Context: an optimization exercise on an open-source flow, tuned for small area, a short achievable clock period and few clock cycles. The choices shown serve that exercise and are no tape-out recipe. RTL that was checked went through simulation tests only; none was proved equivalent to the original.

==> v22 <==
// npu_ctrl
module npu_ctrl #(
    parameter int unsigned N     = 4,
    parameter int unsigned KTAPS = 3
) (
    input  logic        clk,
    input  logic        rst_n,
    input  logic        npu_start_matrix_mul,
    input  logic        npu_start_conv,
    output logic        npu_done,
    output logic        busy,
    input  logic [63:0] a_base,
    input  logic [63:0] b_base,
    input  logic [63:0] c_base,
    output logic        mem_req,
    output logic        mem_we,
    output logic [63:0] mem_addr,
    output logic [63:0] mem_wdata,
    input  logic        mem_ready,
    input  logic        mem_rvalid,
    input  logic [63:0] mem_rdata
);
    logic        run_q, done_q, busy_q;
    logic        conv_q;              
    logic [63:0] ab_q, bb_q, cb_q;    
    logic start;
    assign start = npu_start_matrix_mul || npu_start_conv;
    function automatic logic [2:0] lastrd(input logic conv, input logic [3:0] e);
        lastrd = conv ? 3'd2 : (e[1:0] == 2'd3 && e[3:2] != 2'd3) ? 3'd7 : 3'd3;
    endfunction
    function automatic logic reload(input logic conv, input logic [3:0] e);
        reload = !conv && e[1:0] == 2'd3 && e[3:2] != 2'd3;
    endfunction
    logic        req_q, we_q;
    logic [63:0] addr_q;
    logic        ipre_q, ifin_q, iwr_q, iend_q;
    logic [3:0]  ie_q;
    logic [2:0]  is_q;
  ...
export LEC_CHECK = 0
export CAP_MARGIN = 20
export CORE_MARGIN = 2
export CORE_UTILIZATION = 40
export SLEW_MARGIN = 20
create_clock -name core_clock -period 11.0 [get_ports {clk}]
standard.sh (not shown) runs the stock make flow with config.mk's settings and CLKGATE_MAP_FILE= SYNTH_SCRIPT=/design/flow/synth_recipe.tcl, a recipe that flattens the netlist after the stock synthesis.
==> flow/flow/run.sh <==
#!/bin/bash
bash standard.sh SETUP_SLACK_MARGIN=7.5 finish > standard.log 2>&1
==> inputs of v2, as changes to v22 <==
==> flow/run.sh (new file) <==
#!/bin/bash
# synth_recipe.tcl (not shown) runs the flow's synth.tcl, then flattens the netlist and writes it again
# the make line also repeats each setting of config.mk as NAME=value (left out here)
make -C /OpenROAD-flow-scripts/flow DESIGN_CONFIG=/design/flow/config.mk WORK_HOME=/design/flow/orfs CLKGATE_MAP_FILE= SYNTH_SCRIPT=/design/flow/synth_recipe.tcl finish
removed: flow/flow/run.sh
removed: flow/standard.sh
==> key figures <==
Layout
  • Fraction of area in multi-input gates: 0.5107

Worst setup path
  • Max Fanout on Critical Path: 6

Run status
  • Outcome: no timing/DRC/antenna violations

GRT
  • Vias in the first global route: between 60,000 and 70,000
That was v2.
==> key figures <==
Run status
  • Outcome: no timing/DRC/antenna violations

Worst setup path
  • Cells along the critical path: buf_2
  • Max Fanout on Critical Path: 1

Clock tree
  • Post-CTS Repair Setup Buffers: 37
  • H-tree depth: 4

GRT
  • Vias in the first global route: between 60,000 and 70,000
  • Antenna violations before repair: 40

Layout
  • Fraction of area in multi-input gates: 0.5113
That was v22.
Function was not checked in any run of this note: the RTL went through the layout flow alone.


==> inputs of maple <==
Another version of the RTL of npu_ctrl (not shown whole).
clock: 11.0 ns
lec_check: 0
cap_margin: 20
core_margin: 2
core_utilization: 68
slew_margin: 20
==> flow/flow/run.sh <==
#!/bin/bash
bash standard.sh SETUP_SLACK_MARGIN=7.3 \
  "BUFFER_PORTS_ARGS=-buffer_cell sky130_fd_sc_hd__buf_2" \
  "CTS_ARGS=-sink_clustering_enable -repair_clock_nets -dont_use_dummy_load -sink_clustering_size 30 -sink_clustering_max_diameter 80" \
  finish > standard.log 2>&1
==> umber (differences from maple) <==
==> flow/flow/run.sh (replaced) <==
#!/bin/bash
bash standard.sh SETUP_SLACK_MARGIN=7.3 \
  "BUFFER_PORTS_ARGS=-buffer_cell sky130_fd_sc_hd__buf_2" \
  "CTS_ARGS=-sink_clustering_enable -repair_clock_nets -dont_use_dummy_load" \
  finish > standard.log 2>&1
==> cedar (differences from maple) <==
==> flow/flow/run.sh (replaced) <==
#!/bin/bash
bash standard.sh SETUP_SLACK_MARGIN=7.3 \
  "BUFFER_PORTS_ARGS=-buffer_cell sky130_fd_sc_hd__buf_2" \
  "CTS_ARGS=-sink_clustering_enable -repair_clock_nets -dont_use_dummy_load" \
  finish > standard.log 2>&1
Settings changed: CORE_UTILIZATION 68 to 55.
==> run summary <==
item                                                                            umber                  maple                   cedar
DR pass1 iterations                                                                16                     14                      13
Share of layout cells above drive strength 1                                    13.2%                  13.5%                   14.1%
Stages on worst setup path                                                         12                      9                      13
Global placement routability congestion                                         0.980                  0.980                   0.931
Signal buffers                                                                    583                    636                     637
First DRT Iteration DRCs                                                        10700                  11000                    8279
Cell with the biggest individual delay on the critical path  sky130_fd_sc_hd__dfrtp_4  sky130_fd_sc_hd__fa_1  sky130_fd_sc_hd__or4_4
Smallest setup slack after layout                                             7.24 ns                7.25 ns                 7.24 ns
Worst Path Required                                                          11.45 ns               11.54 ns                11.52 ns
Area of all sequential standard cells                                      0.0280 mm²             0.0280 mm²              0.0280 mm²
Result of the run                                    no timing/DRC/antenna violations  no timing/DRC/antenna violations  no timing/DRC/antenna violations
Final core utilization                                                          74.4%                  74.1%                   61.3%
Floorplan die area                                                          0.127 mm²              0.127 mm²               0.156 mm²
Testbench counts of maple, summed over its fixed seeds: cycles 7,988.
Testbench counts of umber, summed over its fixed seeds: cycles 7,988.
Testbench counts of cedar, summed over its fixed seeds: cycles 7,988.


==> 04-04 <==
Starting RTL as in the previous note.
clock: 11.0 ns
lec_check: 0
cap_margin: 20
core_margin: 2
core_utilization: 68
slew_margin: 20
==> flow/flow/run.sh <==
#!/bin/bash
bash standard.sh SETUP_SLACK_MARGIN=7.15 \
  "BUFFER_PORTS_ARGS=-buffer_cell sky130_fd_sc_hd__buf_2" \
  "CTS_ARGS=-sink_clustering_enable -repair_clock_nets -dont_use_dummy_load" \
  finish > standard.log 2>&1
==> inputs of 03-12, as changes to 04-04 <==
==> flow/flow/run.sh (replaced) <==
#!/bin/bash
bash standard.sh SETUP_SLACK_MARGIN=8 \
  "BUFFER_PORTS_ARGS=-buffer_cell sky130_fd_sc_hd__buf_2" \
  "CTS_ARGS=-sink_clustering_enable -repair_clock_nets -dont_use_dummy_load -buf_list {sky130_fd_sc_hd__clkbuf_4 sky130_fd_sc_hd__clkbuf_8}" \
  finish > standard.log 2>&1
Settings changed: CORE_UTILIZATION 68 to 40.
==> inputs of 09-17, as changes to 04-04 <==
==> flow/flow/run.sh (replaced) <==
#!/bin/bash
bash standard.sh SETUP_SLACK_MARGIN=7.3 \
  "BUFFER_PORTS_ARGS=-buffer_cell sky130_fd_sc_hd__buf_1" \
  "CTS_ARGS=-sink_clustering_enable -repair_clock_nets -dont_use_dummy_load -sink_clustering_size 30 -sink_clustering_max_diameter 80" \
  finish > standard.log 2>&1
==> qor summary <==
item                                                                      03-12                 09-17                04-04
Origin of the worst min-delay path                          p1_last_q$_DFF_PN0_  p1_first_q$_DFF_PN0_  p1_last_q$_DFF_PN0_
Worst clock skew                                                         128 ps               97.8 ps               116 ps
Result of the run                              no timing/DRC/antenna violations  no timing/DRC/antenna violations  no timing/DRC/antenna violations
Post-layout instance count excluding filler cells                         11100                  9271                 9290
Register-to-Register Path Depth                                              13                     9                    8
Min-Delay Endpoint                                          p2_last_q$_DFF_PN0_  p2_first_q$_DFF_PN0_  p2_last_q$_DFF_PN0_
Vias per inst                                                              6.13                  6.89                 6.88
GR Layer Usage met2                                                       0.445                 0.641                0.641
Register-to-register setup slack                                        7190 ps               7220 ps              7090 ps
Area inside the core boundary                                        209000 µm²            123000 µm²           123000 µm²
Layout cell share with drive strength beyond 1                            0.375                0.0782                0.128
Final weighted congestion in routability-driven placement                 0.909                 0.945                0.990
Vertical die dimension                                                   463 µm                356 µm               356 µm
N_diodes                                                                     38                    38                   32
Worst Setup Slack post-DPL                                              5760 ps               5720 ps              5790 ps
Worst reg2reg path endpoint                                addr_q[58]$_DFFE_PP_    cut_q[201]$_DFF_P_   cut_q[200]$_DFF_P_
Final worst hold slack                                                   356 ps                361 ps               350 ps
Cell Area, Placed                                                     90900 µm²             86300 µm²            86800 µm²
Count of standard-cell rows                                                 168                   129                  129
Testbench counts of 04-04, summed over its fixed seeds: cycles 7,988.
Testbench counts of 03-12, summed over its fixed seeds: cycles 7,988.
Testbench counts of 09-17, summed over its fixed seeds: cycles 7,988.

-- separate check: timing with driven ports --
The results above use ideal ports. As a check the final layouts listed here were re-extracted and re-timed, cells and wires unchanged. Step 1 assumes that a clkbuf_16 drives the clock port and a buf_2 every other input. Step 2 also shifts input and output timing later by t, the mid clock arrival at the registers, as if the neighbouring blocks saw the same clock. Slacks: ideal / step 1 / step 2; pairs: ideal / step 1.
run	t (ns)	slack for setup (ns)	hold WS [ns]	worst data-port slew with drivers (ns)	cell pins on the clock port's net
v22	0.917	7.247 / 7.155 / 6.669	0.355 / 0.355 / 0.355	0.21	1
v2	0.917	6.568 / 6.568 / 6.306	0.348 / 0.348 / 0.348	0.18	1
maple	0.776	7.250 / 7.228 / 6.739	0.359 / 0.359 / 0.359	0.17	1
umber	0.823	7.236 / 7.212 / 6.614	0.352 / 0.352 / 0.352	0.16	1
cedar	0.835	7.240 / 7.238 / 6.678	0.350 / 0.350 / 0.350	0.19	1
04-04	0.786	7.090 / 7.090 / 6.546	0.350 / 0.350 / 0.350	0.16	1
03-12	1.022	7.075 / 6.988 / 6.930	0.356 / 0.356 / 0.356	0.23	1
09-17	0.760	7.216 / 7.216 / 6.570	0.361 / 0.361 / 0.361	0.18	1
After both steps every run listed still meets setup and hold. The setup slack of 09-17, which loses most, moves by 0.000 ns with the drivers and by -0.646 ns with both steps.
